From an optimization exercise on the open Yosys and OpenROAD flow, aimed at a short achievable clock period and few clock cycles per item; shortcuts taken in it are not production practice. Function was checked by simulation only, so behaviour that the tests miss may differ from the original. Power and IR drop assume default switching activity.

## design/flow/constraint.sdc

```tcl
create_clock -name core_clock -period 5.2 [get_ports {clk}]
set_input_delay 1.0400 -clock core_clock [delete_from_list [all_inputs] [get_ports {clk}]]
set_output_delay 1.0400 -clock core_clock [all_outputs]
set_load 0.01 [all_outputs]
```

## design/flow/config.mk

```make
export PLATFORM = sky130hd
export DESIGN_NAME = well512_random_generator_unit
export DESIGN_NICKNAME = well512_random_generator_unit
export VERILOG_FILES = /design/flow/design.v
export SDC_FILE = /design/flow/constraint.sdc
export NUM_CORES = 4
export LEC_CHECK = 0
export CAP_MARGIN = 20
export CORE_MARGIN = 2
export CORE_UTILIZATION = 55
export SETUP_SLACK_MARGIN = 3.3
export SLEW_MARGIN = 20
export TNS_END_PERCENT = 100
```

## design/flow/design.v

```verilog
`timescale 1ns / 1ps
package wrg_pkg;
  localparam int POOL_DEPTH = 16;
  localparam int ADDR_W     = $clog2(POOL_DEPTH);
  localparam int WORD_W     = 32;
  localparam int CHUNK_W    = 4;
  localparam int CHUNKS     = WORD_W / CHUNK_W;
  typedef logic [ADDR_W-1:0]  addr_t;
  typedef logic [WORD_W-1:0]  word_t;
  typedef logic [CHUNK_W-1:0] chunk_t;
  typedef logic [CHUNKS-1:1]  carry_t;
  localparam word_t SEED_RESET  = 32'd1;
  localparam word_t TEMPER_MASK = 32'hDA44_2D24;
  function automatic logic [CHUNK_W:0] add_chunk(chunk_t a, chunk_t b, logic ci);
    chunk_t g, p, gn, pn, c;
    g = a & b;
    p = a ^ b;
    g[0] = g[0] | (p[0] & ci);
    for (int d = 1; d < CHUNK_W; d = d * 2) begin
      gn = g;
      pn = p;
      for (int i = d; i < CHUNK_W; i++) begin
        gn[i] = g[i] | (p[i] & g[i-d]);
        pn[i] = p[i] & p[i-d];
      end
      g = gn;
      p = pn;
    end
    c = {g[CHUNK_W-2:0], ci};
    add_chunk = {g[CHUNK_W-1], (a ^ b) ^ c};
  endfunction
  function automatic logic [WORD_W+CHUNKS-2:0] add_split(word_t a, word_t b, logic ci);
    word_t  s;
    carry_t cy;
    logic [CHUNK_W:0] r;
    for (int j = 0; j < CHUNKS; j++) begin
      r = add_chunk(a[j*CHUNK_W +: CHUNK_W], b[j*CHUNK_W +: CHUNK_W], (j == 0) ? ci : 1'b0);
      s[j*CHUNK_W +: CHUNK_W] = r[CHUNK_W-1:0];
      if (j < CHUNKS - 1) cy[j+1] = r[CHUNK_W];
    end
    add_split = {cy, s};
  endfunction
  function automatic carry_t carry_ahead(word_t x, carry_t cy);
    carry_t g, p, gn, pn;
    g = cy;
    p[1] = 1'b0;
    for (int j = 2; j < CHUNKS; j++) p[j] = &x[(j-1)*CHUNK_W +: CHUNK_W];
    for (int d = 1; d < CHUNKS - 1; d = d * 2) begin
      gn = g;
      pn = p;
      for (int j = 1 + d; j < CHUNKS; j++) begin
        gn[j] = g[j] | (p[j] & g[j-d]);
        pn[j] = p[j] & p[j-d];
      end
      g = gn;
      p = pn;
    end
    carry_ahead = g;
  endfunction
  function automatic word_t carry_in(word_t x, carry_t cin);
    chunk_t xc;
    word_t  s;
    s[CHUNK_W-1:0] = x[CHUNK_W-1:0];
    for (int j = 1; j < CHUNKS; j++) begin
      xc = x[j*CHUNK_W +: CHUNK_W];
      s[j*CHUNK_W] = xc[0] ^ cin[j];
      for (int i = 1; i < CHUNK_W; i++) begin
        s[j*CHUNK_W + i] = xc[i] ^ (cin[j] & (&(xc | ~chunk_t'((1 << i) - 1))));
      end
    end
    carry_in = s;
  endfunction
endpackage
`timescale 1ns / 1ps
module wrg_pool (
  input  logic            clk,
  input  logic            rst,
  input  logic            seed_we,
  input  wrg_pkg::word_t  seed_wdata,
  input  logic            draw,        
  output logic            busy,        
  output wrg_pkg::word_t  word         
);
  localparam int N = wrg_pkg::POOL_DEPTH;
  wrg_pkg::word_t sd_in, sd, s11_s, s11_c, s13_s, s13_c;
  logic           ld1, ld2, ld3;
  assign sd_in = rst ? wrg_pkg::SEED_RESET : seed_wdata;
  assign busy  = ld1 || ld2;
  always_ff @(posedge clk) begin
    ld1   <= rst || seed_we;
    ld2   <= ld1;
    ld3   <= ld2;
    sd    <= sd_in;
    s11_s <= sd_in ^ (sd_in << 1) ^ (sd_in << 3);
    s11_c <= ((sd_in & (sd_in << 1)) | (sd_in & (sd_in << 3)) |
              ((sd_in << 1) & (sd_in << 3))) << 1;
    s13_s <= sd_in ^ (sd_in << 2) ^ (sd_in << 3);
    s13_c <= ((sd_in & (sd_in << 2)) | (sd_in & (sd_in << 3)) |
              ((sd_in << 2) & (sd_in << 3))) << 1;
  end
  wrg_pkg::word_t op_a [1:N-1];
  wrg_pkg::word_t op_b [1:N-1];
  logic           op_c [1:N-1];
  always_comb begin
    for (int k = 1; k < N; k++) begin
      op_b[k] = '0;
      op_c[k] = 1'b0;
    end
    op_a[1]  = sd;
    op_a[2]  = sd << 1;
    op_a[3]  = sd;        op_b[3]  = sd << 1;
    op_a[4]  = sd << 2;
    op_a[5]  = sd;        op_b[5]  = sd << 2;
    op_a[6]  = sd << 1;   op_b[6]  = sd << 2;
    op_a[7]  = sd << 3;   op_b[7]  = ~sd;          op_c[7]  = 1'b1;
    op_a[8]  = sd << 3;
    op_a[9]  = sd;        op_b[9]  = sd << 3;
    op_a[10] = sd << 1;   op_b[10] = sd << 3;
    op_a[11] = s11_s;     op_b[11] = s11_c;
    op_a[12] = sd << 2;   op_b[12] = sd << 3;
    op_a[13] = s13_s;     op_b[13] = s13_c;
    op_a[14] = sd << 4;   op_b[14] = ~(sd << 1);   op_c[14] = 1'b1;
    op_a[15] = sd << 4;   op_b[15] = ~sd;          op_c[15] = 1'b1;
  end
  wrg_pkg::word_t sr [1:N-1];
  wrg_pkg::carry_t cy [1:N-1];
  wrg_pkg::word_t cur;
  function automatic logic [2*wrg_pkg::WORD_W-1:0] pool_terms(wrg_pkg::word_t far,
                                                               wrg_pkg::word_t mid,
                                                               wrg_pkg::word_t prev);
    wrg_pkg::word_t f, c, r, q;
    f = far ^ (far << 15);
    c = mid ^ (mid >> 11);
    r = f ^ c;
    q = prev ^ (prev << 2) ^ c ^ (c << 28) ^ ((r << 5) & wrg_pkg::TEMPER_MASK) ^ (f << 18);
    pool_terms = {q, r};
  endfunction
  wrg_pkg::word_t q, r, a, a_new, w;
  assign a     = cur;
  assign a_new = a ^ (a << 16) ^ r;
  assign w     = q ^ ((a << 5) & wrg_pkg::TEMPER_MASK) ^ ((a << 21) & wrg_pkg::TEMPER_MASK) ^
                 (a << 18);
  assign word  = w;
  always_ff @(posedge clk) begin
    if (draw) begin
      {q, r} <= pool_terms(sr[12], sr[8], sr[14]);
    end else begin
      {q, r} <= pool_terms(sr[13], sr[9], sr[15]);
    end
  end
  always_ff @(posedge clk) begin
    if (ld1) begin
      cur <= '0;
      for (int k = 1; k < N; k++) {cy[k], sr[k]} <= wrg_pkg::add_split(op_a[k], op_b[k], op_c[k]);
    end else if (ld2) begin
      for (int k = 1; k < N; k++) cy[k] <= wrg_pkg::carry_ahead(sr[k], cy[k]);
    end else if (ld3) begin
      for (int k = 1; k < N; k++) sr[k] <= wrg_pkg::carry_in(sr[k], cy[k]);
    end else if (draw) begin
      cur   <= w;
      sr[1] <= a_new;
      for (int k = 2; k < N; k++) sr[k] <= sr[k-1];
    end
  end
endmodule
`timescale 1ns / 1ps
module wrg_core (
  input  logic              clk,
  input  logic              rst,
  input  logic              clear,       
  input  logic              busy,        
  input  logic              req_valid,
  input  logic              req_draw,
  output logic              in_ready,
  output logic              draw,        
  input  wrg_pkg::word_t    word,        
  output logic              out_valid,
  input  logic              out_ready,
  output wrg_pkg::word_t    out_word
);
  localparam int DEPTH = 3;
  wrg_pkg::word_t   e [0:DEPTH-1];
  logic [DEPTH-1:0] v;
  logic             ready_q;
  logic             draw_q;
  logic             pop, acc;
  logic [DEPTH-1:0] v_push, v_next;
  logic [DEPTH:0]   occ;        
  assign pop = v[0] && out_ready;
  assign acc = req_valid && ready_q && req_draw && !clear && !rst;
  assign v_push = draw_q ? {v[DEPTH-2:0], 1'b1} : v;
  assign v_next = pop ? {1'b0, v_push[DEPTH-1:1]} : v_push;
  assign occ    = {v_push, 1'b1};
  always_ff @(posedge clk) begin
    if (rst || clear) begin
      v       <= '0;
      draw_q  <= 1'b0;
      ready_q <= 1'b0;
    end else begin
      v       <= v_next;
      draw_q  <= acc;
      case ({acc, pop})
        2'b10:   ready_q <= !busy && !occ[DEPTH-1];
        2'b01:   ready_q <= !busy;
        default: ready_q <= !busy && !occ[DEPTH];
      endcase
    end
  end
  for (genvar i = 0; i < DEPTH; i++) begin : g_e
    wrg_pkg::word_t nxt;
    if (i < DEPTH - 1) begin : g_mid
      assign nxt = v[i+1] ? e[i+1] : word;
    end else begin : g_last
      assign nxt = word;
    end
    always_ff @(posedge clk) begin
      if (pop || !v[i]) e[i] <= nxt;
    end
  end
  assign in_ready  = ready_q;
  assign draw      = draw_q;
  assign out_valid = v[0];
  assign out_word  = e[0];
endmodule
`timescale 1ns / 1ps
module well512_random_generator_unit (
  input  logic        clk,
  input  logic        rst,
  input  logic        s_axis_tvalid,
  output logic        s_axis_tready,
  input  logic [7:0]  s_axis_tdata,    
  output logic        m_axis_tvalid,
  input  logic        m_axis_tready,
  output logic [31:0] m_axis_tdata,    
  input  logic        seed_we,
  input  logic [31:0] seed_wdata
);
  logic           draw;
  logic           busy;
  wrg_pkg::word_t word;
  wrg_pool u_pool (
    .clk        (clk),
    .rst        (rst),
    .seed_we    (seed_we),
    .seed_wdata (seed_wdata),
    .draw       (draw),
    .busy       (busy),
    .word       (word)
  );
  wrg_core u_core (
    .clk       (clk),
    .rst       (rst),
    .clear     (seed_we),
    .busy      (busy),
    .req_valid (s_axis_tvalid),
    .req_draw  (s_axis_tdata[0]),
    .in_ready  (s_axis_tready),
    .draw      (draw),
    .word      (word),
    .out_valid (m_axis_tvalid),
    .out_ready (m_axis_tready),
    .out_word  (m_axis_tdata)
  );
endmodule
```

## design/flow/run.sh

```bash
#!/bin/bash
# synth_recipe.tcl (not shown) runs the flow's synth.tcl, then flattens the netlist and writes it again
# the make line also repeats each setting of config.mk as NAME=value (left out here)
make -C /OpenROAD-flow-scripts/flow DESIGN_CONFIG=/design/flow/config.mk WORK_HOME=/design/flow/orfs CLKGATE_MAP_FILE= SYNTH_SCRIPT=/design/flow/synth_recipe.tcl finish
```

==> results of run 1 <==
-- kinds of logic after synthesis --
kind of cell | count (synthesis) | synth area share, %
compound gates | 1043 | 11.6
xor+xnor | 795 | 13.2
fa+ha+maj | 417 | 11.8
buf+inv | 445 | 3.46
flops | 909 | 46.8
mux | 146 | 2.92
simple gates | 1245 | 10.2
-- area by class of cell --
cell class / instances / area, um^2 / share of cell area, %
Clock buffer: 141 / 2870 / 4.56
Inverter: 150 / 667 / 1.06
Timing Repair Buffer: 412 / 4480 / 7.11
Clock inverter: 47 / 477 / 0.756
Tap cell: 1265 / 1580 / 2.51
Timing Repair inverter: 1 / 7.51 / 0.0119
Multi-Input combinational cell: 3649 / 28200 / 44.7
Sequential cell: 909 / 24800 / 39.3
-- flip-flops by register name (all words and copies together) (netlist names), 3 cells and up --
signal        count
u_pool.sr       480
u_core.e         96
u_pool.cy        77
u_pool.cur       32
u_pool.q         32
u_pool.r         32
u_pool.s13_s     32
u_pool.s11_s     31
u_pool.s11_c     30
u_pool.sd        30
u_pool.s13_c     29
u_core.v          3
-- per-layer routing --
layer | routed length (um) | up-vias | share of wire (%) | track usage [%]
li1 | - | 17944 | - | -
met1 | 71500 | 19297 | 42 | 48.8
met4 | 5840 | 6 | 3.4 | 10.5
met2 | 74200 | 1885 | 44 | 49.0
met5 | 37 | - | 0.022 | 0
met3 | 18800 | 285 | 11 | 6.94
-- power groups by stage --
| stage | Clock, mW | Combinational (mW) | Sequential (mW) |
|---|---|---|---|
| CTS | 7.43 | 6.05 | 10.9 |
| global placement | 0 | 5.44 | 11.2 |
| finish | 7.35 | 6.45 | 10.9 |
| global route | 7.68 | 7.04 | 11.1 |
| floorplan | 0 | 4.19 | 10.4 |
| detailed placement | 0 | 5.51 | 11.3 |
-- repair_timing --
action                     in CTS  in global routing
pin swaps                      40                104
gates cloned                   13                 13
setup buffers                 174                 98
setup endpoints to repair    1256                537
resized for setup             468                286
-- path summary, 6_finish.rpt --
check,from,slack [ns],cells past startpoint,to
hold reg to reg,u_pool.sr[3][1]$_DFFE_PP_,0.48,1,u_pool.sr[4][1]$_SDFFE_PP0P_
hold / removal,u_pool.sr[3][1]$_DFFE_PP_,0.48,1,u_pool.sr[4][1]$_SDFFE_PP0P_
setup reg to reg,u_pool.sd[23]$_DFF_P_,3.07,8,u_pool.cy[14][7]$_DFFE_PN_
setup / recovery,u_core.e[0][8]$_DFFE_PP_,2.96,1,m_axis_tdata[8]
-- metrics by stage --
step / power (mW) / setup slack (ns) / setup TNS [ns] / area [um^2] / util, %
6_report: 24.8 / 2.96 / 0 / 63000 / 66.3
5_1_grt: 25.8 / 2.90 / 0 / 63000 / 66.3
4_1_cts: 24.4 / 2.92 / 0 / 60700 / 63.9
3_5_place_dp: 16.8 / 2.17 / 0 / 54400 / 57.3
3_3_place_gp: 16.7 / 2.19 / 0 / 54400 / 57.3
2_1_floorplan: 14.6 / -1.05 / -323.44 / 53100 / -
-- placed cells by master (no fill, tap or decap), types with 21 or more instances in the layout --
cell type,n
xor2_1,273
mux2_2,63
a21oi_2,29
a21oi_1,161
ha_4,43
o211ai_1,47
a22o_1,48
a21o_1,74
nand2_1,753
buf_6,36
nor2b_4,26
clkinvlp_4,25
edfxtp_1,647
xnor2_2,21
inv_1,113
nand3_1,85
dfxtp_4,24
buf_2,32
fa_2,54
o21ai_0,513
nand4_1,96
mux2i_1,83
o21ai_1,25
buf_4,220
ha_1,216
fa_1,82
ha_2,22
clkdlybuf4s50_1,36
clkbuf_16,116
xnor2_1,498
nor2_1,159
buf_12,43
dfxtp_1,227
clkbuf_1,24
==> reports/summary.json, run 1 <==
{
  "cts": {
    "clock_latency_ns": 0.70,
    "cts_tree": "done",
    "cts-root-buf": "clkbuf_16",
    "clkSinkCount": 909,
    "clock_path_buffers": 3,
    "cts_hold_buf": 0,
    "h_tree_lvls": 3,
    "cts_buffers": 100,
    "clk_pin_slew_ns": 0.06
  },
  "finish": {
    "num-nets-final": 5685,
    "fillers": 7512,
    "area_growth_syn_to_layout_pct": 19.4,
    "n_antenna_cell": 0,
    "post_route_cells_drive_above_1_share_pct": 17.9,
    "finish.cell_count_without_fillers": 6574
  },
  "setup_path": {
    "critPathKind": "reg2out",
    "slowest_delay_ns": 0.37,
    "critical_path.n_buffers_inverters": 1,
    "path_delay_family": "flip-flops",
    "timing.critical_path.slowest_stage_cell": "edfxtp_1",
    "cp_cell_sequence": "buf_2",
    "crit_path_start_kind": "flop",
    "crit_arrival_ns": 1.20,
    "critPathMaxFanout": 1,
    "critical_path_required_ns": 4.16,
    "critical_path.endpoint_type": "output port"
  },
  "die": {
    "die_area_um2": 98500,
    "coreArea_um2": 95000,
    "top_level_ports": 79,
    "row_count": 113,
    "die_w_um": 314,
    "initial_core_util_pct": 55.5,
    "dieHeight_um": 314
  },
  "drt": {
    "antenna_left": 0,
    "viasPerCell": 6.00,
    "first_iter_violations": 4551,
    "remaining_drc_errors": 0,
    "detail_route.wirelength_um": 170000,
    "num_vias": 39417,
    "drt_pass1_iterations": 6,
    "routedWlPerCell_um": 25.9
  },
  "yosys": {
    "synth-async-reset-ratio_pct": 0,
    "netlist_area_um2": 52800,
    "netlist_top_cells_count": "760 x nand2_1, 647 x edfxtp_1, 544 x o21ai_0",
    "postSynthRegisterBits": 909,
    "synth_top_area_share_pct": 36.8,
    "synthCells": 5000,
    "synth_cell_types": 68,
    "ys_warn_count": 8,
    "ys_dominant_reg_cell": "edfxtp_1",
    "synth.most_common_cell": "nand2_1",
    "synth_sequential_area_ratio_pct": 46.8,
    "mappedNetlistNets": 5462,
    "synthDominantAreaCellType": "edfxtp_1",
    "syn_avg_cell_area_um2": 10.6,
    "synth.top_cells.by_area": "edfxtp_1 37%, dfxtp_1 9.9%, xnor2_1 8.6%",
    "synth_edf_count": 647
  },
  "power": {
    "p_per_area_nw_per_um2": 393,
    "netSwitchingPower_mw": 7.98,
    "ir_worst_vdd_mv": 0.314,
    "seq_power_share_pct": 44.2,
    "power.share.switching_pct": 32.2,
    "static-leakage-power_nw": 25.6,
    "power.share.clock_pct": 29.7,
    "p_int_mw": 16.8,
    "comb_power_share_pct": 26.1
  },
  "grt": {
    "global_route_wire_length_before_repair_um": 241000,
    "grt_max_degree": 118,
    "first_global_vias": 36313,
    "globalRouteOverflowTotal": 0,
    "initial_antenna_violation_count": 9,
    "grt.total_usage_pct": 33.2
  },
  "sta": {
    "timing.final.setup_violations": 0,
    "final_min_period_over_clock_period_pct": 43.0,
    "worst_hold_slack_ns": 0.481,
    "timing.max_slew.rel_slack_pct": 41.2,
    "report.final.hold_viol_count": 0,
    "grt_setup_unrepaired": "yes",
    "skew_ns": 0.0288,
    "period_needed_ns": 2.24,
    "slew_worst_pin_ns": 0.880,
    "achievable-frequency_mhz": 447,
    "drv_slew": 0
  },
  "placement": {
    "numPlacedInstances": 6088,
    "gp_congestion": 0.907,
    "place_hpwl_um": 111000,
    "port-buffer-count": 71
  },
  "status": {
    "run_status": "timing/DRC/antenna clean"
  },
  "hold_path": {
    "hold_path_class": "reg2reg"
  },
  "job": {
    "maxcap_viol_count": 0
  }
}
Testbench counts, summed over its fixed seeds: cycles 16,576, items 16,384.
==> inputs of run 2 (changes only) <==
--- a/design/flow/config.mk
+++ b/design/flow/config.mk
@@ -7,7 +7,7 @@
 export LEC_CHECK = 0
 export CAP_MARGIN = 20
 export CORE_MARGIN = 2
-export CORE_UTILIZATION = 55
+export CORE_UTILIZATION = 70
 export SETUP_SLACK_MARGIN = 3.3
 export SLEW_MARGIN = 20
 export TNS_END_PERCENT = 100
==> run 2 against run 1 <==
Final cell count fell by 4.0%. Non-clock buffer count rose by 37. Maximum frequency rose by 0.30%. Critical path depth did not move. Via count rose by 5.4%. Critical endpoint is now m_axis_tdata[17]. Largest cell class unchanged. Largest power group unchanged.
==> reports/summary.json, run 2 <==
{
  "setup_path": {
    "crit-reg2reg-launch": {"value": "u_pool.sd[24]$_DFF_P_", "change": "was u_pool.sd[23]$_DFF_P_"},
    "critPathMaxFanout": {"value": 1, "change": "unchanged"},
    "timing.critical_path.slowest_stage_cell": {"value": "edfxtp_1", "change": "unchanged"},
    "crit_path_start_kind": {"value": "flop", "change": "unchanged"},
    "critPathKind": {"value": "reg2out", "change": "unchanged"},
    "worst_r2r_endpoint": {"value": "u_pool.cy[15][7]$_DFFE_PN_", "change": "was u_pool.cy[14][7]$_DFFE_PN_"},
    "cp_cell_sequence": {"value": "buf_2", "change": "unchanged"},
    "critical_path.endpoint_type": {"value": "output port", "change": "unchanged"},
    "critical_path.n_buffers_inverters": {"value": 1, "change": "unchanged"},
    "path_delay_family": {"value": "flip-flops", "change": "unchanged"},
    "slowest_delay": {"value": 0.38, "unit": "ns", "change": "was 0.37 ns"},
    "timing.reg2reg.setup_slack": {"value": 3.03, "unit": "ns", "change": "was 3.07 ns"},
    "ff2ff_path_depth": {"value": 8, "change": "unchanged"},
    "crit_arrival": {"value": 1.19, "unit": "ns", "change": "was 1.20 ns"},
    "critical_path_required": {"value": 4.16, "unit": "ns", "change": "about the same"}
  },
  "die": {
    "initial_core_util": {"value": 70.8, "unit": "%", "change": "was 55.5%"},
    "die_w": {"value": 279, "unit": "um", "change": "was 314 um"},
    "dieHeight": {"value": 279, "unit": "um", "change": "was 314 um"},
    "coreArea": {"value": 74600, "unit": "um^2", "change": "was 95,000 um^2"},
    "row_count": {"value": 100, "change": "was 113"},
    "top_level_ports": {"value": 79, "change": "unchanged"},
    "die_area": {"value": 77600, "unit": "um^2", "change": "was 98,500 um^2"}
  },
  "grt": {
    "global_route_wire_length_before_repair": {"value": 238000, "unit": "um", "change": "was 241,000 um"},
    "globalRouteOverflowTotal": {"value": 0, "change": "unchanged"},
    "first_global_vias": {"value": 38124, "change": "was 36,313"},
    "grt.total_usage": {"value": 41.3, "unit": "%", "change": "was 33.2%"},
    "grt_max_degree": {"value": 209, "change": "was 118"},
    "initial_antenna_violation_count": {"value": 7, "change": "was 9"}
  },
  "yosys": {
    "synth_top_area_share": {"value": 36.8, "unit": "%", "change": "unchanged"},
    "synth_sequential_area_ratio": {"value": 46.8, "unit": "%", "change": "unchanged"},
    "netlist_area": {"value": 52800, "unit": "um^2", "change": "unchanged"},
    "synth_compound_area_share": {"value": 11.6, "unit": "%", "change": "unchanged"},
    "synthDominantAreaCellType": {"value": "edfxtp_1", "change": "unchanged"},
    "synthCells": {"value": 5000, "change": "unchanged"},
    "synth-async-reset-ratio": {"value": 0, "unit": "%", "change": "unchanged"},
    "synth_edf_count": {"value": 647, "change": "unchanged"},
    "ys_dominant_reg_cell": {"value": "edfxtp_1", "change": "unchanged"},
    "synth-simple-area-share": {"value": 10.2, "unit": "%", "change": "unchanged"},
    "netlist_top_cells_count": {"value": "760 x nand2_1, 647 x edfxtp_1, 544 x o21ai_0", "change": "unchanged"},
    "ys_warn_count": {"value": 8, "change": "unchanged"},
    "synth_top_family_by_area": {"value": "XOR/XNOR gates", "change": "unchanged"},
    "postSynthRegisterBits": {"value": 909, "change": "unchanged"},
    "synth.top_cells.by_area": {"value": "edfxtp_1 37%, dfxtp_1 9.9%, xnor2_1 8.6%", "change": "unchanged"},
    "synth_cell_types": {"value": 68, "change": "unchanged"},
    "mappedNetlistNets": {"value": 5462, "change": "unchanged"},
    "synth.most_common_cell": {"value": "nand2_1", "change": "unchanged"},
    "synth-xor-area-share": {"value": 13.2, "unit": "%", "change": "unchanged"},
    "multiplexer_fraction_of_the_synthesized_cell_area": {"value": 2.92, "unit": "%", "change": "unchanged"},
    "syn_avg_cell_area": {"value": 10.6, "unit": "um^2", "change": "unchanged"},
    "synth_fa_ha_area_share": {"value": 11.8, "unit": "%", "change": "unchanged"}
  },
  "cts": {
    "clk_pin_slew": {"value": 0.06, "unit": "ns", "change": "about the same"},
    "h_tree_lvls": {"value": 3, "change": "unchanged"},
    "clock_latency": {"value": 0.67, "unit": "ns", "change": "was 0.70 ns"},
    "clock_path_buffers": {"value": 3, "change": "unchanged"},
    "clkSinkCount": {"value": 909, "change": "unchanged"},
    "cts_tree": {"value": "done", "change": "unchanged"},
    "cts_hold_buf": {"value": 0, "change": "unchanged"},
    "cts_buffers": {"value": 95, "change": "was 100"},
    "cts-root-buf": {"value": "clkbuf_16", "change": "unchanged"}
  },
  "placement": {
    "numPlacedInstances": {"value": 5789, "change": "was 6,088"},
    "gp_congestion": {"value": 0.956, "change": "was 0.907"},
    "place_hpwl": {"value": 105000, "unit": "um", "change": "was 111,000 um"},
    "placement_cell_area": {"value": 54000, "unit": "um^2", "change": "was 54,400 um^2"},
    "port-buffer-count": {"value": 71, "change": "unchanged"}
  },
  "sta": {
    "period_needed": {"value": 2.23, "unit": "ns", "change": "was 2.24 ns"},
    "slew_worst_pin": {"value": 0.937, "unit": "ns", "change": "was 0.880 ns"},
    "report.final.hold_viol_count": {"value": 0, "change": "unchanged"},
    "worst_hold_slack": {"value": 0.468, "unit": "ns", "change": "was 0.481 ns"},
    "timing.final.setup_violations": {"value": 0, "change": "unchanged"},
    "final_min_period_over_clock_period": {"value": 42.9, "unit": "%", "change": "was 43.0%"},
    "skew": {"value": 0.0137, "unit": "ns", "change": "was 0.0288 ns"},
    "tns": {"value": 0, "unit": "ns", "change": "unchanged"},
    "drv_slew": {"value": 0, "change": "unchanged"},
    "timing.max_slew.rel_slack": {"value": 37.5, "unit": "%", "change": "was 41.2%"},
    "grt_setup_unrepaired": {"value": "yes", "change": "unchanged"},
    "achievable-frequency": {"value": 449, "unit": "MHz", "change": "was 447 MHz"}
  },
  "finish": {
    "post_route_cells_drive_above_1_share": {"value": 18.9, "unit": "%", "change": "was 17.9%"},
    "finish.cell_count_without_fillers": {"value": 6310, "change": "was 6,574"},
    "area.sequential": {"value": 24800, "unit": "um^2", "change": "about the same"},
    "most_used_cells_in_the_layout_excluding_fill_and_tap_cells": {"value": "752 x nand2_1, 647 x edfxtp_1, 505 x o21ai_0", "change": "was 753 x nand2_1, 647 x edfxtp_1, 513 x o21ai_0"},
    "reg_top3": {"value": "u_pool.sr x480, u_core.e x96, u_pool.cy x77", "change": "unchanged"},
    "fillers": {"value": 4121, "change": "was 7,512"},
    "design_area": {"value": 62700, "unit": "um^2", "change": "was 63,000 um^2"},
    "multi_input_comb_area": {"value": 28300, "unit": "um^2", "change": "was 28,200 um^2"},
    "area_growth_syn_to_layout": {"value": 18.8, "unit": "%", "change": "was 19.4%"},
    "final_util": {"value": 84.1, "unit": "%", "change": "was 66.3%"},
    "num-nets-final": {"value": 5718, "change": "was 5,685"},
    "regMostFlops": {"value": "u_pool.sr", "change": "unchanged"},
    "mostFrequentLayoutCell": {"value": "nand2_1", "change": "unchanged"},
    "largest_reg_flops": {"value": 480, "change": "unchanged"}
  },
  "hold_path": {
    "timing.hold.worst_endpoint": {"value": "u_pool.sr[8][2]$_SDFFE_PP0P_", "change": "was u_pool.sr[4][1]$_SDFFE_PP0P_"},
    "worst_hold_path.num_cells": {"value": 1, "change": "unchanged"},
    "worst_hold_startpoint": {"value": "u_pool.sr[7][2]$_DFFE_PP_", "change": "was u_pool.sr[3][1]$_DFFE_PP_"},
    "hold_path_class": {"value": "reg2reg", "change": "unchanged"}
  },
  "drt": {
    "detail_route.wirelength": {"value": 171000, "unit": "um", "change": "was 170,000 um"},
    "remaining_drc_errors": {"value": 0, "change": "unchanged"},
    "viasPerCell": {"value": 6.59, "change": "was 6.00"},
    "drt_pass1_iterations": {"value": 6, "change": "unchanged"},
    "routedWlPerCell": {"value": 27.1, "unit": "um", "change": "was 25.9 um"},
    "antenna_left": {"value": 0, "change": "unchanged"},
    "num_vias": {"value": 41565, "change": "was 39,417"},
    "first_iter_violations": {"value": 6114, "change": "was 4,551"}
  },
  "status": {
    "run_status": {"value": "timing/DRC/antenna clean", "change": "unchanged"}
  },
  "power": {
    "static-leakage-power": {"value": 25.6, "unit": "nW", "change": "about the same"},
    "ir_worst_vdd": {"value": 0.371, "unit": "mV", "change": "was 0.314 mV"},
    "p_per_area": {"value": 390, "unit": "nW/um^2", "change": "was 393 nW/um^2"}
  },
  "job": {
    "maxcap_viol_count": {"value": 0, "change": "unchanged"}
  }
}
[run 2: cell counts after synthesis]
Identical to the previous run, type by type.
[run 2: how the worst max path moves through the flow]
stage                                   start                           to  slack [ns]  depth (start not counted)
global placement           u_pool.ld3$_DFF_P_   u_pool.sr[4][20]$_DFFE_PP_        1.78                          5
floorplan                  u_pool.ld3$_DFF_P_  u_pool.sr[10][10]$_DFFE_PP_       -1.05                          6
CTS                 u_core.e[0][17]$_DFFE_PP_             m_axis_tdata[17]        2.93                          1
global route        u_core.e[0][17]$_DFFE_PP_             m_axis_tdata[17]        2.93                          1
finish              u_core.e[0][17]$_DFFE_PP_             m_axis_tdata[17]        2.97                          1
detailed placement         u_pool.ld3$_DFF_P_   u_pool.sr[1][20]$_DFFE_PP_        1.78                          5
[run 2: stage by stage]
step           worst slack (ns)  total power [mW]
3_5_place_dp               1.78              16.7
4_1_cts                    2.93              23.6
3_3_place_gp               1.78              16.5
2_1_floorplan             -1.05              14.6
6_report                   2.97              24.4
5_1_grt                    2.93              25.2
[run 2: repair_timing]
action	4_1_cts	5_1_grt
setup endpoints to repair	1346	408
pin swaps	43	111
setup buffers	172	150
gates cloned	9	8
resized for setup	456	298
[run 2: layout make-up]
cell class                 instances  share of cell area [%]
clock inverter                    40                   0.443
tap                              969                    1.93
timing repair inverter             2                  0.0240
sequential                       909                    39.5
antenna                            2                 0.00798
multi-input combinational       3649                    45.2
timing repair buffer             449                    7.32
inverter                         150                    1.06
clock buffer                     140                    4.46
[run 2: logic make-up after synthesis]
logic type      count (synthesis)
simple gates                 1245
compound gates               1043
flops                         909
xor+xnor                      795
buf+inv                       445
fa+ha+maj                     417
mux                           146
[run 2: metal layers]
layer | global-route usage [%] | vias up | part of all wire, %
met2 | 61.8 | 2996 | 43
met3 | 11.8 | 618 | 15
li1 | - | 18002 | -
met4 | 18.6 | 8 | 6.0
met1 | 56.4 | 19941 | 36
met5 | 0 | - | 0.032
[run 2: power by group]
part	switching [mW]	internal [mW]	leakage (nW)
combinational	3.64	3.01	15.0
sequential	1.45	9.52	9.06
clock	3.00	3.80	1.51
total	8.09	16.3	25.6
==> inputs of run 3 (changes only) <==
--- a/design/flow/design.v
+++ b/design/flow/design.v
@@ -123,7 +123,8 @@
     op_a[15] = sd << 4;   op_b[15] = ~sd;          op_c[15] = 1'b1;
   end
   wrg_pkg::word_t sr [1:N-1];
-  wrg_pkg::carry_t cy [1:N-1];
+  wrg_pkg::carry_t cy [1:N-1];    
+  wrg_pkg::carry_t ci [1:N-1];    
   wrg_pkg::word_t cur;
   function automatic logic [2*wrg_pkg::WORD_W-1:0] pool_terms(wrg_pkg::word_t far,
                                                                wrg_pkg::word_t mid,
@@ -148,14 +149,23 @@
       {q, r} <= pool_terms(sr[13], sr[9], sr[15]);
     end
   end
+  logic [wrg_pkg::WORD_W+wrg_pkg::CHUNKS-2:0] split [1:N-1];
+  always_comb begin
+    for (int k = 1; k < N; k++) split[k] = wrg_pkg::add_split(op_a[k], op_b[k], op_c[k]);
+  end
+  always_ff @(posedge clk) begin
+    for (int k = 1; k < N; k++) begin
+      cy[k] <= split[k][wrg_pkg::WORD_W +: wrg_pkg::CHUNKS-1];
+      ci[k] <= wrg_pkg::carry_ahead(sr[k], cy[k]);
+    end
+  end
   always_ff @(posedge clk) begin
     if (ld1) begin
       cur <= '0;
-      for (int k = 1; k < N; k++) {cy[k], sr[k]} <= wrg_pkg::add_split(op_a[k], op_b[k], op_c[k]);
+      for (int k = 1; k < N; k++) sr[k] <= split[k][wrg_pkg::WORD_W-1:0];
     end else if (ld2) begin
-      for (int k = 1; k < N; k++) cy[k] <= wrg_pkg::carry_ahead(sr[k], cy[k]);
     end else if (ld3) begin
-      for (int k = 1; k < N; k++) sr[k] <= wrg_pkg::carry_in(sr[k], cy[k]);
+      for (int k = 1; k < N; k++) sr[k] <= wrg_pkg::carry_in(sr[k], ci[k]);
     end else if (draw) begin
       cur   <= w;
       sr[1] <= a_new;
@@ -213,8 +223,19 @@
     end else begin : g_last
       assign nxt = word;
     end
-    always_ff @(posedge clk) begin
-      if (pop || !v[i]) e[i] <= nxt;
+    if (i == 0) begin : g_head
+      logic                load;
+      wrg_pkg::word_t      e0_n, d0;
+      assign load = pop || !v[i];
+      assign d0   = load ? nxt : ~e0_n;
+      always_ff @(posedge clk) begin
+        e[i] <= d0;
+        e0_n <= ~d0;
+      end
+    end else begin : g_tail
+      always_ff @(posedge clk) begin
+        if (pop || !v[i]) e[i] <= nxt;
+      end
     end
   end
   assign in_ready  = ready_q;
--- a/design/flow/config.mk
+++ b/design/flow/config.mk
@@ -8,6 +8,7 @@
 export CAP_MARGIN = 20
 export CORE_MARGIN = 2
 export CORE_UTILIZATION = 70
+export PLACE_DENSITY = 0.85
 export SETUP_SLACK_MARGIN = 3.3
 export SLEW_MARGIN = 20
 export TNS_END_PERCENT = 100
==> run 3 against run 2 <==
Worst setup slack better by 0.017 ns. Synthesized area rose by 2.4%. Combinational power down 5.0%. Maximum frequency grew 0.79%. Clock skew rose by 0.029 ns. Critical path depth is the same. Highest routed layer unchanged. Final cell count grew 0.52%. Critical path type unchanged. Largest power group unchanged.
==> reports/summary.json, run 3 <==
{
  "yosys": {
    "postSynthRegisterBits": {"value": 1018, "change": "was 909"},
    "synth-async-reset-ratio": {"value": 0, "unit": "%", "change": "unchanged"},
    "synth_cell_types": {"value": 51, "change": "was 68"},
    "netlist_top_cells_count": {"value": "768 x nand2_1, 548 x o21ai_0, 538 x edfxtp_1", "change": "was 760 x nand2_1, 647 x edfxtp_1, 544 x o21ai_0"},
    "synth_sequential_area_ratio": {"value": 47.7, "unit": "%", "change": "was 46.8%"},
    "netlist_area": {"value": 54000, "unit": "um^2", "change": "was 52,800 um^2"},
    "synth_edf_count": {"value": 538, "change": "was 647"},
    "syn_avg_cell_area": {"value": 10.7, "unit": "um^2", "change": "was 10.6 um^2"},
    "synthCells": {"value": 5072, "change": "was 5,000"},
    "ys_dominant_reg_cell": {"value": "edfxtp_1", "change": "unchanged"},
    "synth_top_area_share": {"value": 29.9, "unit": "%", "change": "was 36.8%"},
    "synth.top_cells.by_area": {"value": "edfxtp_1 30%, dfxtp_1 18%, xnor2_1 8.3%", "change": "was edfxtp_1 37%, dfxtp_1 9.9%, xnor2_1 8.6%"},
    "mappedNetlistNets": {"value": 5534, "change": "was 5,462"},
    "synth.most_common_cell": {"value": "nand2_1", "change": "unchanged"},
    "ys_warn_count": {"value": 10, "change": "was 8"},
    "synthDominantAreaCellType": {"value": "edfxtp_1", "change": "unchanged"}
  },
  "sta": {
    "final_min_period_over_clock_period": {"value": 42.5, "unit": "%", "change": "was 42.9%"},
    "timing.final.setup_violations": {"value": 0, "change": "unchanged"},
    "slew_worst_pin": {"value": 0.840, "unit": "ns", "change": "was 0.937 ns"},
    "worst_hold_slack": {"value": 0.351, "unit": "ns", "change": "was 0.468 ns"},
    "grt_setup_unrepaired": {"value": "yes", "change": "unchanged"},
    "timing.max_slew.rel_slack": {"value": 43.6, "unit": "%", "change": "was 37.5%"},
    "drv_slew": {"value": 0, "change": "unchanged"},
    "skew": {"value": 0.0427, "unit": "ns", "change": "was 0.0137 ns"},
    "achievable-frequency": {"value": 452, "unit": "MHz", "change": "was 449 MHz"},
    "report.final.hold_viol_count": {"value": 0, "change": "unchanged"},
    "period_needed": {"value": 2.21, "unit": "ns", "change": "was 2.23 ns"},
    "setup_slack": {"value": 2.99, "unit": "ns", "change": "was 2.97 ns"}
  },
  "setup_path": {
    "critical_path.n_buffers_inverters": {"value": 1, "change": "unchanged"},
    "crit-reg2reg-launch": {"value": "u_pool.sd[9]$_DFF_P_", "change": "was u_pool.sd[24]$_DFF_P_"},
    "cp_cell_sequence": {"value": "buf_6", "change": "was buf_2"},
    "worst_r2r_endpoint": {"value": "u_pool.sr[5][11]$_DFFE_PP_", "change": "was u_pool.cy[15][7]$_DFFE_PN_"},
    "timing.critical_path.slowest_stage_cell": {"value": "dfxtp_4", "change": "was edfxtp_1"},
    "crit_path_start_kind": {"value": "flop", "change": "unchanged"},
    "crit_arrival": {"value": 1.17, "unit": "ns", "change": "was 1.19 ns"},
    "path_delay_family": {"value": "flip-flops", "change": "unchanged"},
    "critPathKind": {"value": "reg2out", "change": "unchanged"},
    "critical_path.endpoint_type": {"value": "output port", "change": "unchanged"},
    "critPathMaxFanout": {"value": 2, "change": "was 1"},
    "slowest_delay": {"value": 0.35, "unit": "ns", "change": "was 0.38 ns"},
    "timing.reg2reg.setup_slack": {"value": 3.15, "unit": "ns", "change": "was 3.03 ns"},
    "critical_path_required": {"value": 4.16, "unit": "ns", "change": "about the same"},
    "ff2ff_path_depth": {"value": 8, "change": "unchanged"}
  },
  "finish": {
    "area_growth_syn_to_layout": {"value": 14.4, "unit": "%", "change": "was 18.8%"},
    "most_used_cells_in_the_layout_excluding_fill_and_tap_cells": {"value": "763 x nand2_1, 544 x o21ai_0, 538 x edfxtp_1", "change": "was 752 x nand2_1, 647 x edfxtp_1, 505 x o21ai_0"},
    "num-nets-final": {"value": 5678, "change": "was 5,718"},
    "fillers": {"value": 4117, "change": "was 4,121"},
    "design_area": {"value": 61800, "unit": "um^2", "change": "was 62,700 um^2"},
    "largest_reg_flops": {"value": 480, "change": "unchanged"},
    "final_util": {"value": 81.1, "unit": "%", "change": "was 84.1%"},
    "reg_top3": {"value": "u_pool.sr x480, u_core.e x96", "change": "was u_pool.sr x480, u_core.e x96, u_pool.cy x77"},
    "regMostFlops": {"value": "u_pool.sr", "change": "unchanged"},
    "mostFrequentLayoutCell": {"value": "nand2_1", "change": "unchanged"},
    "post_route_cells_drive_above_1_share": {"value": 13.8, "unit": "%", "change": "was 18.9%"}
  },
  "placement": {
    "port-buffer-count": {"value": 71, "change": "unchanged"},
    "gp_congestion": {"value": 0.950, "change": "was 0.956"},
    "place_hpwl": {"value": 102000, "unit": "um", "change": "was 105,000 um"},
    "placement_cell_area": {"value": 55200, "unit": "um^2", "change": "was 54,000 um^2"},
    "pre_cts_ws": {"value": 1.33, "unit": "ns", "change": "was 1.78 ns"}
  },
  "drt": {
    "remaining_drc_errors": {"value": 0, "change": "unchanged"},
    "first_iter_violations": {"value": 6220, "change": "was 6,114"},
    "detail_route.wirelength": {"value": 163000, "unit": "um", "change": "was 171,000 um"},
    "num_vias": {"value": 40743, "change": "was 41,565"},
    "antenna_left": {"value": 0, "change": "unchanged"},
    "drt_pass1_iterations": {"value": 10, "change": "was 6"},
    "viasPerCell": {"value": 6.42, "change": "was 6.59"},
    "routedWlPerCell": {"value": 25.7, "unit": "um", "change": "was 27.1 um"}
  },
  "power": {
    "power": {"value": 26.0, "unit": "mW", "change": "was 24.4 mW"},
    "static-leakage-power": {"value": 26.3, "unit": "nW", "change": "was 25.6 nW"},
    "p_per_area": {"value": 420, "unit": "nW/um^2", "change": "was 390 nW/um^2"},
    "ir_worst_vdd": {"value": 0.392, "unit": "mV", "change": "was 0.371 mV"}
  },
  "grt": {
    "first_global_vias": {"value": 38651, "change": "was 38,124"},
    "grt.total_usage": {"value": 39.2, "unit": "%", "change": "was 41.3%"},
    "global_route_wire_length_before_repair": {"value": 233000, "unit": "um", "change": "was 238,000 um"},
    "grt_max_degree": {"value": 214, "change": "was 209"},
    "globalRouteOverflowTotal": {"value": 0, "change": "unchanged"},
    "initial_antenna_violation_count": {"value": 11, "change": "was 7"}
  },
  "die": {
    "top_level_ports": {"value": 79, "change": "unchanged"},
    "dieHeight": {"value": 282, "unit": "um", "change": "was 279 um"},
    "initial_core_util": {"value": 70.9, "unit": "%", "change": "was 70.8%"},
    "die_w": {"value": 282, "unit": "um", "change": "was 279 um"},
    "coreArea": {"value": 76200, "unit": "um^2", "change": "was 74,600 um^2"},
    "die_area": {"value": 79400, "unit": "um^2", "change": "was 77,600 um^2"},
    "row_count": {"value": 101, "change": "was 100"}
  },
  "cts": {
    "cts-root-buf": {"value": "clkbuf_16", "change": "unchanged"},
    "h_tree_lvls": {"value": 3, "change": "unchanged"},
    "clock_path_buffers": {"value": 3, "change": "unchanged"},
    "cts_hold_buf": {"value": 0, "change": "unchanged"},
    "cts_tree": {"value": "done", "change": "unchanged"},
    "clkSinkCount": {"value": 1018, "change": "was 909"},
    "cts_buffers": {"value": 104, "change": "was 95"},
    "clk_pin_slew": {"value": 0.07, "unit": "ns", "change": "was 0.06 ns"},
    "clock_latency": {"value": 0.71, "unit": "ns", "change": "was 0.67 ns"}
  },
  "job": {
    "maxcap_viol_count": {"value": 0, "change": "unchanged"}
  },
  "status": {
    "run_status": {"value": "timing/DRC/antenna clean", "change": "unchanged"}
  },
  "hold_path": {
    "hold_path_class": {"value": "reg2reg", "change": "unchanged"},
    "worst_hold_startpoint": {"value": "u_pool.cy[3][1]$_DFF_P_", "change": "was u_pool.sr[7][2]$_DFFE_PP_"},
    "timing.hold.worst_endpoint": {"value": "u_pool.ci[3][1]$_DFF_P_", "change": "was u_pool.sr[8][2]$_SDFFE_PP0P_"},
    "worst_hold_path.num_cells": {"value": 0, "change": "was 1"}
  }
}
run 3: per-stage QoR:
step                      setup TNS [ns]  cells
final                                  0   6343
after global routing                   0   6338
after CTS                              0   6250
after detailed placement               0   5938
after global placement                 0   5938
after floorplan                  -197.38   5072
run 3: area by class of cell:
cell class                 instances  area, um^2  share of cell area, %
timing repair buffer             307        3280                   5.30
antenna                            5        12.5                 0.0202
clock inverter                    47         452                  0.731
sequential                      1018       25900                   41.9
multi-input combinational       3599       27000                   43.7
timing repair inverter             1        7.51                 0.0121
clock buffer                     151        3130                   5.07
inverter                         185         721                   1.17
tap                             1030        1290                   2.08
run 3: worst max path at each step:
stage                                         from                          end  cells past startpoint
after detailed placement                       rst     u_pool.s13_s[26]$_DFF_P_                      4
after global placement                         rst     u_pool.s13_s[28]$_DFF_P_                      4
after floorplan                 u_pool.ld3$_DFF_P_  u_pool.sr[10][10]$_DFFE_PP_                      5
after CTS                 u_core.v[0]$_SDFFE_PP0P_                m_axis_tvalid                      1
after global routing      u_core.v[0]$_SDFFE_PP0P_                m_axis_tvalid                      1
final                     u_core.v[0]$_SDFFE_PP0P_                m_axis_tvalid                      1
run 3: logic make-up after synthesis:
| family | after synthesis | share of synthesized area, % |
|---|---|---|
| flops | 1018 | 47.7 |
| compound gates | 983 | 10.7 |
| simple gates | 1201 | 9.67 |
| xor+xnor | 796 | 12.9 |
| fa+ha+maj | 417 | 11.5 |
| buf+inv | 458 | 3.67 |
| mux | 199 | 3.82 |
run 3: per-layer routing:
| layer | GRT usage (%) | routed length [um] | vias up |
|---|---|---|---|
| met5 | 0.305 | 102 | - |
| met4 | 20.7 | 10400 | 10 |
| met3 | 10.8 | 23800 | 606 |
| met2 | 59.2 | 71800 | 2984 |
| met1 | 51.9 | 57200 | 19398 |
| li1 | - | - | 17745 |
run 3: timing repair:
| item | in CTS | in global routing |
|---|---|---|
| setup buffers | 104 | 75 |
| gates cloned | 10 | 13 |
| gates resized for setup | 361 | 137 |
| pin swaps | 3 | 14 |
| endpoints found under the setup margin | 1326 | 592 |
run 3: where the power goes:
| part | total [mW] | switching, mW | internal [mW] |
|---|---|---|---|
| clock network | 7.80 | 3.38 | 4.43 |
| logic | 6.32 | 3.51 | 2.81 |
| registers | 11.8 | 1.50 | 10.3 |
Testbench counts of run 3, summed over its fixed seeds: cycles 16,576, items 16,384.
==> inputs of run 4 (changes only) <==
--- a/design/flow/config.mk
+++ b/design/flow/config.mk
@@ -7,8 +7,7 @@
 export LEC_CHECK = 0
 export CAP_MARGIN = 20
 export CORE_MARGIN = 2
-export CORE_UTILIZATION = 70
-export PLACE_DENSITY = 0.85
+export CORE_UTILIZATION = 55
 export SETUP_SLACK_MARGIN = 3.3
 export SLEW_MARGIN = 20
 export TNS_END_PERCENT = 100
==> run 4 against run 3 <==
Final area grew 1.5%. Register-to-register slack better by 0.16 ns. Clock power is 4.5% higher. First-iteration DRC count shrank 38%. Highest routed layer is now met4. Via count down 6.2%. Critical endpoint unchanged. Power up 0.68%. Sequential power hardly changed. Largest power group unchanged.
==> reports/summary.json, run 4 <==
{
  "cts": {
    "clock_path_buffers": {"value": 3, "change": "unchanged"},
    "cts_buffers": {"value": 110, "change": "was 104"},
    "cts_hold_buf": {"value": 0, "change": "unchanged"},
    "clk_pin_slew": {"value": 0.06, "unit": "ns", "change": "was 0.07 ns"},
    "clkSinkCount": {"value": 1018, "change": "unchanged"},
    "clock_latency": {"value": 0.71, "unit": "ns", "change": "about the same"},
    "cts-root-buf": {"value": "clkbuf_16", "change": "unchanged"},
    "cts_tree": {"value": "done", "change": "unchanged"},
    "h_tree_lvls": {"value": 3, "change": "unchanged"}
  },
  "placement": {
    "placement_cell_area": {"value": 55500, "unit": "um^2", "change": "was 55,200 um^2"},
    "gp_congestion": {"value": 0.913, "change": "was 0.950"},
    "numPlacedInstances": {"value": 6188, "change": "was 5,938"},
    "place_hpwl": {"value": 110000, "unit": "um", "change": "was 102,000 um"},
    "pre_cts_ws": {"value": 2.05, "unit": "ns", "change": "was 1.33 ns"},
    "port-buffer-count": {"value": 71, "change": "unchanged"}
  },
  "power": {
    "static-leakage-power": {"value": 26.6, "unit": "nW", "change": "was 26.3 nW"},
    "power": {"value": 26.1, "unit": "mW", "change": "was 26.0 mW"},
    "p_per_area": {"value": 417, "unit": "nW/um^2", "change": "was 420 nW/um^2"},
    "ir_worst_vdd": {"value": 0.289, "unit": "mV", "change": "was 0.392 mV"}
  },
  "grt": {
    "grt.total_usage": {"value": 32.0, "unit": "%", "change": "was 39.2%"},
    "global_route_wire_length_before_repair": {"value": 237000, "unit": "um", "change": "was 233,000 um"},
    "first_global_vias": {"value": 35840, "change": "was 38,651"},
    "grt_max_degree": {"value": 160, "change": "was 214"},
    "initial_antenna_violation_count": {"value": 3, "change": "was 11"},
    "globalRouteOverflowTotal": {"value": 0, "change": "unchanged"}
  },
  "sta": {
    "skew": {"value": 0.0237, "unit": "ns", "change": "was 0.0427 ns"},
    "grt_setup_unrepaired": {"value": "yes", "change": "unchanged"},
    "drv_slew": {"value": 0, "change": "unchanged"},
    "report.final.hold_viol_count": {"value": 0, "change": "unchanged"},
    "setup_slack": {"value": 3.02, "unit": "ns", "change": "was 2.99 ns"},
    "timing.max_slew.rel_slack": {"value": 30.6, "unit": "%", "change": "was 43.6%"},
    "final_min_period_over_clock_period": {"value": 42.0, "unit": "%", "change": "was 42.5%"},
    "timing.final.setup_violations": {"value": 0, "change": "unchanged"},
    "achievable-frequency": {"value": 458, "unit": "MHz", "change": "was 452 MHz"},
    "slew_worst_pin": {"value": 1.04, "unit": "ns", "change": "was 0.840 ns"},
    "period_needed": {"value": 2.18, "unit": "ns", "change": "was 2.21 ns"}
  },
  "setup_path": {
    "cp.depth": {"value": 1, "change": "unchanged"},
    "critical_path.endpoint_type": {"value": "output port", "change": "unchanged"},
    "slowest_delay": {"value": 0.34, "unit": "ns", "change": "was 0.35 ns"},
    "timing.critical_path.slowest_stage_cell": {"value": "dfxtp_4", "change": "unchanged"},
    "cp_cell_sequence": {"value": "buf_6", "change": "unchanged"},
    "critPathKind": {"value": "reg2out", "change": "unchanged"},
    "path_delay_family": {"value": "flip-flops", "change": "unchanged"},
    "critPathMaxFanout": {"value": 2, "change": "unchanged"},
    "critical_path_required": {"value": 4.16, "unit": "ns", "change": "about the same"},
    "critical_path.n_buffers_inverters": {"value": 1, "change": "unchanged"},
    "crit_arrival": {"value": 1.14, "unit": "ns", "change": "was 1.17 ns"},
    "crit_path_start_kind": {"value": "flop", "change": "unchanged"},
    "ff2ff_path_depth": {"value": 6, "change": "was 8"}
  },
  "finish": {
    "post_route_cells_drive_above_1_share": {"value": 14.7, "unit": "%", "change": "was 13.8%"},
    "regMostFlops": {"value": "u_pool.sr", "change": "unchanged"},
    "area_growth_syn_to_layout": {"value": 16.1, "unit": "%", "change": "was 14.4%"},
    "fillers": {"value": 7922, "change": "was 4,117"},
    "design_area": {"value": 62700, "unit": "um^2", "change": "was 61,800 um^2"},
    "most_used_cells_in_the_layout_excluding_fill_and_tap_cells": {"value": "764 x nand2_1, 544 x o21ai_0, 538 x edfxtp_1", "change": "was 763 x nand2_1, 544 x o21ai_0, 538 x edfxtp_1"},
    "num-nets-final": {"value": 5705, "change": "was 5,678"},
    "mostFrequentLayoutCell": {"value": "nand2_1", "change": "unchanged"},
    "largest_reg_flops": {"value": 480, "change": "unchanged"},
    "reg_top3": {"value": "u_pool.sr x480, u_core.e x96", "change": "unchanged"},
    "finish.cell_count_without_fillers": {"value": 6617, "change": "was 6,343"},
    "final_util": {"value": 64.7, "unit": "%", "change": "was 81.1%"}
  },
  "die": {
    "row_count": {"value": 114, "change": "was 101"},
    "die_area": {"value": 101000, "unit": "um^2", "change": "was 79,400 um^2"},
    "dieHeight": {"value": 317, "unit": "um", "change": "was 282 um"},
    "top_level_ports": {"value": 79, "change": "unchanged"},
    "die_w": {"value": 317, "unit": "um", "change": "was 282 um"},
    "initial_core_util": {"value": 55.7, "unit": "%", "change": "was 70.9%"},
    "coreArea": {"value": 97000, "unit": "um^2", "change": "was 76,200 um^2"}
  },
  "yosys": {
    "synth.top_cells.by_area": {"value": "edfxtp_1 30%, dfxtp_1 18%, xnor2_1 8.3%", "change": "unchanged"},
    "postSynthRegisterBits": {"value": 1018, "change": "unchanged"},
    "synth_sequential_area_ratio": {"value": 47.7, "unit": "%", "change": "unchanged"},
    "synth_cell_types": {"value": 51, "change": "unchanged"},
    "synthDominantAreaCellType": {"value": "edfxtp_1", "change": "unchanged"},
    "syn_avg_cell_area": {"value": 10.7, "unit": "um^2", "change": "unchanged"},
    "synth_top_area_share": {"value": 29.9, "unit": "%", "change": "unchanged"},
    "synth-async-reset-ratio": {"value": 0, "unit": "%", "change": "unchanged"},
    "synth.most_common_cell": {"value": "nand2_1", "change": "unchanged"},
    "ys_warn_count": {"value": 10, "change": "unchanged"},
    "netlist_top_cells_count": {"value": "768 x nand2_1, 548 x o21ai_0, 538 x edfxtp_1", "change": "unchanged"},
    "netlist_area": {"value": 54000, "unit": "um^2", "change": "unchanged"},
    "ys_dominant_reg_cell": {"value": "edfxtp_1", "change": "unchanged"},
    "mappedNetlistNets": {"value": 5534, "change": "unchanged"},
    "synth_edf_count": {"value": 538, "change": "unchanged"},
    "synthCells": {"value": 5072, "change": "unchanged"}
  },
  "drt": {
    "viasPerCell": {"value": 5.78, "change": "was 6.42"},
    "drt_pass1_iterations": {"value": 5, "change": "was 10"},
    "remaining_drc_errors": {"value": 0, "change": "unchanged"},
    "antenna_left": {"value": 0, "change": "unchanged"},
    "first_iter_violations": {"value": 3830, "change": "was 6,220"},
    "routedWlPerCell": {"value": 24.7, "unit": "um", "change": "was 25.7 um"},
    "num_vias": {"value": 38227, "change": "was 40,743"},
    "detail_route.wirelength": {"value": 164000, "unit": "um", "change": "was 163,000 um"}
  },
  "hold_path": {
    "worst_hold_path.num_cells": {"value": 0, "change": "unchanged"},
    "hold_path_class": {"value": "reg2reg", "change": "unchanged"}
  },
  "status": {
    "run_status": {"value": "timing/DRC/antenna clean", "change": "unchanged"}
  },
  "job": {
    "maxcap_viol_count": {"value": 0, "change": "unchanged"}
  }
}
run 4: cell counts after synthesis:
Identical to the previous run, type by type.
run 4: logic make-up (layout without fill, tap and decap cells):
| group | count (synthesis) | in the layout | share of synthesized area (%) |
|---|---|---|---|
| and+or+nand+nor | 1201 | 1201 | 9.67 |
| DFF | 1018 | 1018 | 47.7 |
| AOI/OAI and AO/OA | 983 | 983 | 10.7 |
| xor gates and xnor gates | 796 | 796 | 12.9 |
| buffers and inverters | 458 | 726 | 3.67 |
| adders and majority gates | 417 | 417 | 11.5 |
| muxes | 199 | 199 | 3.82 |
| other | 0 | 1 | 0 |
run 4: timing repair:
action / in CTS / in global routing
resized for setup: 361 / 154
hold endpoints to repair: 0 / 0
buffers inserted: 107 / 91
gates cloned: 13 / 8
endpoints found under the setup margin: 1287 / 421
pin swaps: 5 / 10
run 4: path summary, 6_finish.rpt:
kind / end / slack, ns / startpoint
worst min-delay path: u_pool.ci[9][1]$_DFF_P_ / 0.35 / u_pool.cy[9][1]$_DFF_P_
worst min register to register: u_pool.ci[9][1]$_DFF_P_ / 0.35 / u_pool.cy[9][1]$_DFF_P_
worst max-delay path: m_axis_tvalid / 3.02 / u_core.v[0]$_SDFFE_PP0P_
worst max register to register: u_pool.sr[9][28]$_DFFE_PP_ / 3.31 / u_pool.ld3$_DFF_P_
run 4: cell type report:
class	instances	area, um^2	share of cell area, %
Timing Repair Buffer	331	3510	5.60
Clock buffer	169	3340	5.33
Multi-Input combinational cell	3596	27200	43.3
Clock inverter	40	443	0.706
Timing Repair inverter	1	5.00	0.00798
Sequential cell	1018	25900	41.3
Inverter	185	758	1.21
Tap cell	1276	1600	2.55
Antenna cell	1	2.50	0.00399
run 4: metal layers:
layer  vias to the layer above  GRT usage (%)  routed length (um)
met1                     18820           46.7               73000
met5                         -              0                   0
met3                       240           4.27               11600
met4                         0           10.1                5660
met2                      1360           49.4               73500
li1                      17807              -                   -
run 4: report_power, final:
part           switching [mW]  total [mW]  internal, mW
Clock                    3.37        8.15          4.78
Sequential               1.40        11.7          10.3
Combinational            3.42        6.25          2.83
Total                    8.19        26.1          17.9
run 4: stage by stage:
stage                     TNS (ns)  hold WS, ns
after floorplan            -197.38        0.324
after global placement           0        0.331
after detailed placement         0        0.337
after CTS                        0        0.350
after global routing             0        0.357
final                            0        0.351
==> inputs of run 5 (changes only) <==
--- a/design/flow/config.mk
+++ b/design/flow/config.mk
@@ -8,6 +8,8 @@
 export CAP_MARGIN = 20
 export CORE_MARGIN = 2
 export CORE_UTILIZATION = 55
+export CTS_CLUSTER_DIAMETER = 70
+export CTS_CLUSTER_SIZE = 25
 export SETUP_SLACK_MARGIN = 3.3
 export SLEW_MARGIN = 20
 export TNS_END_PERCENT = 100
==> run 5 against run 4 <==
Sequential power hardly changed. Synthesized cell count did not move. Critical path depth unchanged. Global-route usage shrank 0.15 points. Die area unchanged. Via count down 0.92%. Worst setup slack lost 0.0026 ns. Clock skew increased by 0.0041 ns. Worst hold slack improved by 0.0036 ns. Critical endpoint unchanged.
==> reports/summary.json, run 5 <==
{
  "cts": {
    "cts-root-buf": {"value": "clkbuf_16", "change": "unchanged"},
    "clkSinkCount": {"value": 1018, "change": "unchanged"},
    "clock_latency": {"value": 0.68, "unit": "ns", "change": "was 0.71 ns"},
    "clk_pin_slew": {"value": 0.10, "unit": "ns", "change": "was 0.06 ns"},
    "cts_hold_buf": {"value": 0, "change": "unchanged"},
    "cts_buffers": {"value": 70, "change": "was 110"},
    "clock_path_buffers": {"value": 3, "change": "unchanged"},
    "h_tree_lvls": {"value": 3, "change": "unchanged"},
    "cts_tree": {"value": "done", "change": "unchanged"}
  },
  "setup_path": {
    "critical_path_required": {"value": 4.16, "unit": "ns", "change": "about the same"},
    "cp_cell_sequence": {"value": "buf_6", "change": "unchanged"},
    "slowest_delay": {"value": 0.36, "unit": "ns", "change": "was 0.34 ns"},
    "critPathKind": {"value": "reg2out", "change": "unchanged"},
    "crit-reg2reg-launch": {"value": "u_pool.sd[22]$_DFF_P_", "change": "was u_pool.ld3$_DFF_P_"},
    "ff2ff_path_depth": {"value": 7, "change": "was 6"},
    "timing.reg2reg.setup_slack": {"value": 3.28, "unit": "ns", "change": "was 3.31 ns"},
    "path_delay_family": {"value": "flip-flops", "change": "unchanged"},
    "critical_path.n_buffers_inverters": {"value": 1, "change": "unchanged"},
    "critical_path.endpoint_type": {"value": "output port", "change": "unchanged"},
    "timing.critical_path.slowest_stage_cell": {"value": "dfxtp_4", "change": "unchanged"},
    "critPathMaxFanout": {"value": 2, "change": "unchanged"},
    "worst_r2r_endpoint": {"value": "u_pool.sr[6][26]$_DFFE_PP_", "change": "was u_pool.sr[9][28]$_DFFE_PP_"},
    "crit_arrival": {"value": 1.15, "unit": "ns", "change": "was 1.14 ns"},
    "crit_path_start_kind": {"value": "flop", "change": "unchanged"}
  },
  "yosys": {
    "mappedNetlistNets": {"value": 5534, "change": "unchanged"},
    "synth_sequential_area_ratio": {"value": 47.7, "unit": "%", "change": "unchanged"},
    "synth_edf_count": {"value": 538, "change": "unchanged"},
    "synth_top_area_share": {"value": 29.9, "unit": "%", "change": "unchanged"},
    "netlist_top_cells_count": {"value": "768 x nand2_1, 548 x o21ai_0, 538 x edfxtp_1", "change": "unchanged"},
    "postSynthRegisterBits": {"value": 1018, "change": "unchanged"},
    "synth_cell_types": {"value": 51, "change": "unchanged"},
    "syn_avg_cell_area": {"value": 10.7, "unit": "um^2", "change": "unchanged"},
    "synth.most_common_cell": {"value": "nand2_1", "change": "unchanged"},
    "netlist_area": {"value": 54000, "unit": "um^2", "change": "unchanged"},
    "synth.top_cells.by_area": {"value": "edfxtp_1 30%, dfxtp_1 18%, xnor2_1 8.3%", "change": "unchanged"},
    "ys_warn_count": {"value": 10, "change": "unchanged"},
    "synthCells": {"value": 5072, "change": "unchanged"},
    "ys_dominant_reg_cell": {"value": "edfxtp_1", "change": "unchanged"},
    "synthDominantAreaCellType": {"value": "edfxtp_1", "change": "unchanged"},
    "synth-async-reset-ratio": {"value": 0, "unit": "%", "change": "unchanged"}
  },
  "die": {
    "coreArea": {"value": 97000, "unit": "um^2", "change": "unchanged"},
    "die_area": {"value": 101000, "unit": "um^2", "change": "unchanged"},
    "die_w": {"value": 317, "unit": "um", "change": "unchanged"},
    "initial_core_util": {"value": 55.7, "unit": "%", "change": "unchanged"},
    "dieHeight": {"value": 317, "unit": "um", "change": "unchanged"},
    "row_count": {"value": 114, "change": "unchanged"},
    "top_level_ports": {"value": 79, "change": "unchanged"}
  },
  "grt": {
    "global_route_wire_length_before_repair": {"value": 235000, "unit": "um", "change": "was 237,000 um"},
    "grt_max_degree": {"value": 160, "change": "unchanged"},
    "first_global_vias": {"value": 35452, "change": "was 35,840"},
    "globalRouteOverflowTotal": {"value": 0, "change": "unchanged"},
    "grt.total_usage": {"value": 31.8, "unit": "%", "change": "was 32.0%"},
    "initial_antenna_violation_count": {"value": 6, "change": "was 3"}
  },
  "hold_path": {
    "worst_hold_startpoint": {"value": "u_pool.cy[3][1]$_DFF_P_", "change": "was u_pool.cy[9][1]$_DFF_P_"},
    "hold_path_class": {"value": "reg2reg", "change": "unchanged"},
    "worst_hold_path.num_cells": {"value": 0, "change": "unchanged"},
    "timing.hold.worst_endpoint": {"value": "u_pool.ci[3][1]$_DFF_P_", "change": "was u_pool.ci[9][1]$_DFF_P_"}
  },
  "power": {
    "p_per_area": {"value": 393, "unit": "nW/um^2", "change": "was 417 nW/um^2"},
    "static-leakage-power": {"value": 26.0, "unit": "nW", "change": "was 26.6 nW"},
    "ir_worst_vdd": {"value": 0.294, "unit": "mV", "change": "was 0.289 mV"}
  },
  "drt": {
    "drt_pass1_iterations": {"value": 5, "change": "unchanged"},
    "viasPerCell": {"value": 5.78, "change": "about the same"},
    "routedWlPerCell": {"value": 24.8, "unit": "um", "change": "was 24.7 um"},
    "detail_route.wirelength": {"value": 162000, "unit": "um", "change": "was 164,000 um"},
    "num_vias": {"value": 37874, "change": "was 38,227"},
    "antenna_left": {"value": 0, "change": "unchanged"},
    "first_iter_violations": {"value": 3586, "change": "was 3,830"},
    "remaining_drc_errors": {"value": 0, "change": "unchanged"}
  },
  "sta": {
    "timing.final.setup_violations": {"value": 0, "change": "unchanged"},
    "report.final.hold_viol_count": {"value": 0, "change": "unchanged"},
    "grt_setup_unrepaired": {"value": "yes", "change": "unchanged"},
    "worst_hold_slack": {"value": 0.354, "unit": "ns", "change": "was 0.351 ns"},
    "skew": {"value": 0.0278, "unit": "ns", "change": "was 0.0237 ns"},
    "period_needed": {"value": 2.19, "unit": "ns", "change": "was 2.18 ns"},
    "timing.max_slew.rel_slack": {"value": 31.0, "unit": "%", "change": "was 30.6%"},
    "final_min_period_over_clock_period": {"value": 42.1, "unit": "%", "change": "was 42.0%"},
    "slew_worst_pin": {"value": 1.03, "unit": "ns", "change": "was 1.04 ns"},
    "achievable-frequency": {"value": 457, "unit": "MHz", "change": "was 458 MHz"},
    "drv_slew": {"value": 0, "change": "unchanged"}
  },
  "finish": {
    "fillers": {"value": 8054, "change": "was 7,922"},
    "post_route_cells_drive_above_1_share": {"value": 13.9, "unit": "%", "change": "was 14.7%"},
    "mostFrequentLayoutCell": {"value": "nand2_1", "change": "unchanged"},
    "n_antenna_cell": {"value": 0, "change": "was 1"},
    "num-nets-final": {"value": 5675, "change": "was 5,705"},
    "regMostFlops": {"value": "u_pool.sr", "change": "unchanged"},
    "reg_top3": {"value": "u_pool.sr x480, u_core.e x96", "change": "unchanged"},
    "area_growth_syn_to_layout": {"value": 13.9, "unit": "%", "change": "was 16.1%"},
    "largest_reg_flops": {"value": 480, "change": "unchanged"},
    "most_used_cells_in_the_layout_excluding_fill_and_tap_cells": {"value": "763 x nand2_1, 546 x o21ai_0, 538 x edfxtp_1", "change": "was 764 x nand2_1, 544 x o21ai_0, 538 x edfxtp_1"},
    "design_area": {"value": 61500, "unit": "um^2", "change": "was 62,700 um^2"}
  },
  "placement": {
    "placement_cell_area": {"value": 55500, "unit": "um^2", "change": "unchanged"},
    "place_hpwl": {"value": 110000, "unit": "um", "change": "unchanged"},
    "gp_congestion": {"value": 0.913, "change": "unchanged"},
    "port-buffer-count": {"value": 71, "change": "unchanged"}
  },
  "status": {
    "run_status": {"value": "timing/DRC/antenna clean", "change": "unchanged"}
  },
  "job": {
    "maxcap_viol_count": {"value": 0, "change": "unchanged"}
  }
}
==> run 5: cell counts after synthesis <==
Identical to the previous run, type by type.
==> run 5: area by class of cell <==
class,count,area (um^2),area share (%)
repair buffers,340,3660,5.95
inverters,185,753,1.22
multi-input cells,3598,27100,44.1
clock buffers,82,1900,3.09
well taps,1276,1600,2.59
clock inverters,48,587,0.954
flip-flops and latches,1018,25900,42.1
==> run 5: worst max path at each step <==
stage / from / endpoint / slack (ns) / depth (start not counted)
after floorplan: u_pool.ld3$_DFF_P_ / u_pool.sr[10][10]$_DFFE_PP_ / -0.64 / 5
after global placement: seed_wdata[19] / u_pool.s11_s[20]$_DFF_P_ / 2.08 / 3
after detailed placement: seed_wdata[19] / u_pool.s13_s[21]$_DFF_P_ / 2.05 / 3
after CTS: u_core.v[0]$_SDFFE_PP0P_ / m_axis_tvalid / 2.97 / 1
after global routing: u_core.v[0]$_SDFFE_PP0P_ / m_axis_tvalid / 2.99 / 1
final: u_core.v[0]$_SDFFE_PP0P_ / m_axis_tvalid / 3.01 / 1
==> run 5: cells by family (layout without fill, tap and decap cells) <==
| logic type | Yosys count | count (layout) | share of synthesized area, % |
|---|---|---|---|
| buffers and inverters | 458 | 655 | 3.67 |
| AND/OR/NAND/NOR | 1201 | 1203 | 9.67 |
| AO/OA/AOI/OAI | 983 | 983 | 10.7 |
| multiplexers | 199 | 199 | 3.82 |
| XOR/XNOR | 796 | 796 | 12.9 |
| flip-flops | 1018 | 1018 | 47.7 |
| adder cells (fa/ha/maj) | 417 | 417 | 11.5 |
==> run 5: report_power, final <==
| group | total [mW] | switching (mW) | internal [mW] |
|---|---|---|---|
| Combinational | 6.27 | 3.41 | 2.86 |
| Clock | 6.19 | 3.34 | 2.85 |
| Sequential | 11.7 | 1.40 | 10.3 |
==> run 5: per-stage QoR <==
stage               util (%)  std cells  worst slack, ns  TNS (ns)  power (mW)
finish                  63.4       6547             3.01         0        24.2
global route            63.4       6547             2.99         0        25.3
CTS                     62.0       6441             2.97         0        24.0
detailed placement      57.2       6188             2.05         0        17.6
global placement        57.2       6188             2.08         0        17.5
floorplan                  -       5072           -0.641   -197.38        15.5
==> run 5: per-layer routing <==
metal	vias to the layer above	track usage, %	share of wire (%)
met5	-	0	0.016
met4	4	9.56	3.1
met2	1420	49.2	45
met1	18509	46.6	44
met3	227	4.35	7.9
li1	17714	-	-
==> run 5: what timing repair did <==
action | CTS | global route
setup buffers | 107 | 101
pin swaps | 4 | 13
gates cloned | 16 | 5
gates resized for setup | 378 | 131
endpoints found under the setup margin | 1293 | 366

==> what the ideal ports hide <==
In the flow no input, the clock included, has a driving cell. The finished layouts below were timed again as built, in two steps. Step 1, drivers: a clkbuf_16 drives clk and a buf_2 each remaining input, both assumed. Step 2 also shifts input and output timing later by t, the mid clock arrival at the registers, as if the neighbouring blocks saw the same clock. Three values: no drivers, after step 1, after step 2; two values: the first two.
run | shift t [ns] | setup slack, ns
run 1 | 0.756 | 2.965 / 2.893 / 2.588
run 2 | 0.735 | 2.971 / 2.899 / 2.621
run 3 | 0.756 | 2.989 / 2.922 / 2.551
run 4 | 0.775 | 3.016 / 2.941 / 2.579
run 5 | 0.740 | 3.013 / 2.938 / 2.605
After both steps every run listed still meets setup and hold.
